Context: an optimization exercise on an open-source flow, tuned for small area, a short achievable clock period and few clock cycles. The choices shown serve that exercise and are no tape-out recipe. The RTL was checked by simulation tests, not by an equivalence proof against the original design. Power figures rest on the tool's default switching activity, not on a simulated workload.

v21:
// adc_scan_block_averager_core
module adc_scan_block_averager_core #(
  parameter int MAX_SLOTS = 8,
  parameter int CODE_BITS = 12
) (
  input  logic        clk,
  input  logic        rst_n,
  input  logic        in_valid,
  output logic        in_ready,
  input  logic [1:0]  in_opcode,
  input  logic [11:0] in_adc_code,
  output logic        out_valid,
  input  logic        out_ready,
  output logic [1:0]  out_kind,
  output logic [2:0]  out_slot,
  output logic [2:0]  out_chan,
  output logic [11:0] out_avg_code,
  output logic [27:0] out_microvolts,
  output logic        out_last,
  input  logic        cfg_we,
  input  logic [2:0]  cfg_index,
  input  logic [23:0] cfg_wdata
);
  localparam int ROWS = 2;
  localparam int NS   = 12 / ROWS;
  logic [3:0]  sc_r;
  logic [2:0]  nm1;       
  logic [23:0] map_r;
  logic [7:0]  flen_r;
  logic [7:0]  f1_r;      
  logic [7:0]  f2_r;      
  logic [7:0]  rn_r;
  logic [23:0] scale_r;
  logic [25:0] s3_r;      
  always_ff @(posedge clk) begin
    if (!rst_n) begin
      sc_r    <= 4'd2;
      nm1     <= 3'd1;
      map_r   <= 24'd60;
      flen_r  <= 8'd10;
      f1_r    <= 8'd9;
      f2_r    <= 8'd8;
      rn_r    <= 8'd20;
      scale_r <= 24'd156250;
    end else if (cfg_we) begin
      case (cfg_index)
        3'd0: begin
          sc_r <= cfg_wdata[3:0];
          nm1  <= (cfg_wdata[3:0] == 4'd0) ? 3'd0 :
                  (cfg_wdata[3:0] > 4'd8) ? 3'd7 : 3'(cfg_wdata[3:0] - 4'd1);
        end
        3'd1: map_r   <= cfg_wdata[23:0];
        3'd2: begin
          flen_r <= cfg_wdata[7:0];
          f1_r   <= (cfg_wdata[7:0] == 8'd0) ? 8'd0 : cfg_wdata[7:0] - 8'd1;
          f2_r   <= (cfg_wdata[7:0] <= 8'd1) ? 8'd0 : cfg_wdata[7:0] - 8'd2;
        end
        3'd3: rn_r    <= cfg_wdata[7:0];
        3'd4: scale_r <= cfg_wdata[23:0];
        default: ;
      endcase
    end
  end
  always_ff @(posedge clk) s3_r <= 26'(scale_r) + {1'b0, scale_r, 1'b0};
  ...
Size: about 4700 cells after synthesis, about 790 flip-flops, roughly 97 I/O pins, ~45000 um^2 of cells after synthesis.
make LEC_CHECK=0 ABC_AREA=1 CAP_MARGIN=20 CORE_MARGIN=2 CORE_UTILIZATION=50 CTS_CLUSTER_DIAMETER=80 CTS_CLUSTER_SIZE=24 SETUP_SLACK_MARGIN=2.0 SLEW_MARGIN=20 finish   # period 7.0 ns
run.sh (not shown) runs the stock make flow with config.mk's settings and CLKGATE_MAP_FILE= SYNTH_SCRIPT=/design/flow/synth_recipe.tcl, a recipe that flattens the netlist after the stock synthesis.
Testbench counts of v21, summed over its fixed seeds: cycles 9,084.
Input changes introduced in v3 (baseline for comparison: v21):
Settings: ABC_AREA removed (was 1); CTS_CLUSTER_SIZE changed from 24 to 30.
[summary]
- The synthesized netlist net count in v21 is 1.17 times that in v3.
- Against v21, v3 comes in 0.086 ns lower on time the worst path needs with I/O delays and setup.
- There was hardly any difference in area after synthesis between v21 and v3.
- Multi-input combinational gate total, v21 and v3, higher one = v21.
- Portion of the clock cycle consumed by the worst path in the final layout in v3 vs v21: down 1.2 points
- v3 vs v21: routed wire length down in v3
- The final estimated routing congestion in global placement in v3 is 0.896 times that in v21.
## Diff of input files: v34 against v3
Settings: clearing CTS_CLUSTER_DIAMETER, which used to be 80; putting CTS_BUF_LIST at sky130_fd_sc_hd__clkbuf_8 where nothing was set; swapping 30 for 20 in CTS_CLUSTER_SIZE.
--- outcome ---
Changes observed in v34 relative to v3: number of levels in the clock H-tree now larger, clock-buffer cell count climbed about 240%.
The final total power in v3 is 0.863 times that in v34.
v34 ended with less number of vias per cell after detailed routing than v3.
Between v3 and v34, the post-route worst setup slack is higher for v3.
v34 vs v3 — first-iteration DRC count dropped 87.
v34 gives more routed wire length than v3 did.
Summary of v34 over v3: wire length on met2 climbed 1.6%, critical path depth shrank by 1, routed wire length per instance now sits lower, growth of design area from synthesis to finish rose by 3.2 points.
Input changes introduced in v24 (baseline for comparison: v34):
Settings: setting PLACE_DENSITY to 0.7 for the first time; changing CTS_CLUSTER_SIZE from 20 to 24; setting CTS_CLUSTER_DIAMETER to 80 for the first time; removing CTS_BUF_LIST (formerly sky130_fd_sc_hd__clkbuf_8).
==> notes.md <==
v24 completed every stage of the flow, and the final layout passed the timing, DRC and antenna checks. In v24 relative to v34, global placer's final weighted congestion had gone up by a few percent. v24 reports a higher final-layout worst hold slack than v34 does. Area taken by flip-flops and latches: v24 vs v34 — no meaningful difference. Between v24 and v34, total power is higher for v34, v24 comes in under that. What v24 reported for post-CTS setup buffer count has to be multiplied by 1.3 to get the figure for v34.

Setup of yarrow:
adc_scan_block_averager_core again, from the RTL that the note above started with.
Settings: LEC_CHECK=0, CAP_MARGIN=20, CORE_MARGIN=2, CORE_UTILIZATION=50, CTS_CLUSTER_DIAMETER=80, CTS_CLUSTER_SIZE=24, SETUP_SLACK_MARGIN=2.2, SLEW_MARGIN=20; clock period 7.0 ns.
yarrow did not stop at any stage, and its layout met the timing, DRC and antenna checks.
Testbench counts of yarrow, summed over its fixed seeds: cycles 9,084.
Edits applied to the flow inputs when going from yarrow to indigo:
Settings: swapping 2.2 for 2.0 in SETUP_SLACK_MARGIN; swapping 50 for 45 in CORE_UTILIZATION.
==> notes.md <==
indigo ended with less non-clock buffer contribution to total cell area than yarrow.
Going from yarrow to indigo, logic depth of the worst register-to-register path fell about 7%; cell area went down 400 um2; worst clock skew climbed 21 ps.
diff inputs: indigo => raven
Settings: swapping 24 for 28 in CTS_CLUSTER_SIZE; swapping 45 for 50 in CORE_UTILIZATION.
Notes after the runs:
Lower well-tap cell count goes to raven over indigo.
Non-clock buffer count in raven is 1 higher than in indigo
Post-synthesis average cell area of raven is on par with indigo.
Clock period minus worst slack sits lower in raven than in indigo.
raven: worst setup timing slack at the placement stage is 150 ps higher than what indigo reported.
Power: raven draws less than indigo
Total cell area at the placement stage: raven vs indigo — no meaningful difference

## re-timing with driven ports
The results above use ideal ports. As a check the final layouts listed here were re-extracted and re-timed, cells and wires unchanged.
Step 1 assumes that a clkbuf_16 drives the clock port and a buf_2 every other input.
Step 2 adds t to the input delays and takes it off the output delays; t is the mean of the earliest and latest rising clock arrival at the registers after step 1. Input paths then give back, and output paths get back, about the clock's delay inside the block.
Slacks: ideal / step 1 / step 2; pairs: ideal / step 1.
| run | t (ns) | setup WS [ns] | worst setup path after step 2 |
|---|---|---|---|
| v21 | 0.722 | 2.010 / 1.979 / 1.794 | input to register |
| v3 | 0.692 | 2.095 / 2.070 / 1.555 | input to register |
| v34 | 0.879 | 2.065 / 1.995 / 1.532 | input to register |
| v24 | 0.697 | 2.128 / 2.065 / 1.571 | input to register |
| yarrow | 0.691 | 2.162 / 2.162 / 1.686 | input to register |
| indigo | 0.738 | 2.098 / 1.977 / 1.539 | input to register |
| raven | 0.691 | 2.111 / 2.067 / 1.550 | input to register |
After both steps setup and hold are still met in every run listed. The setup slack of raven, which loses most, moves by -0.044 ns with the drivers and by -0.561 ns with both steps.
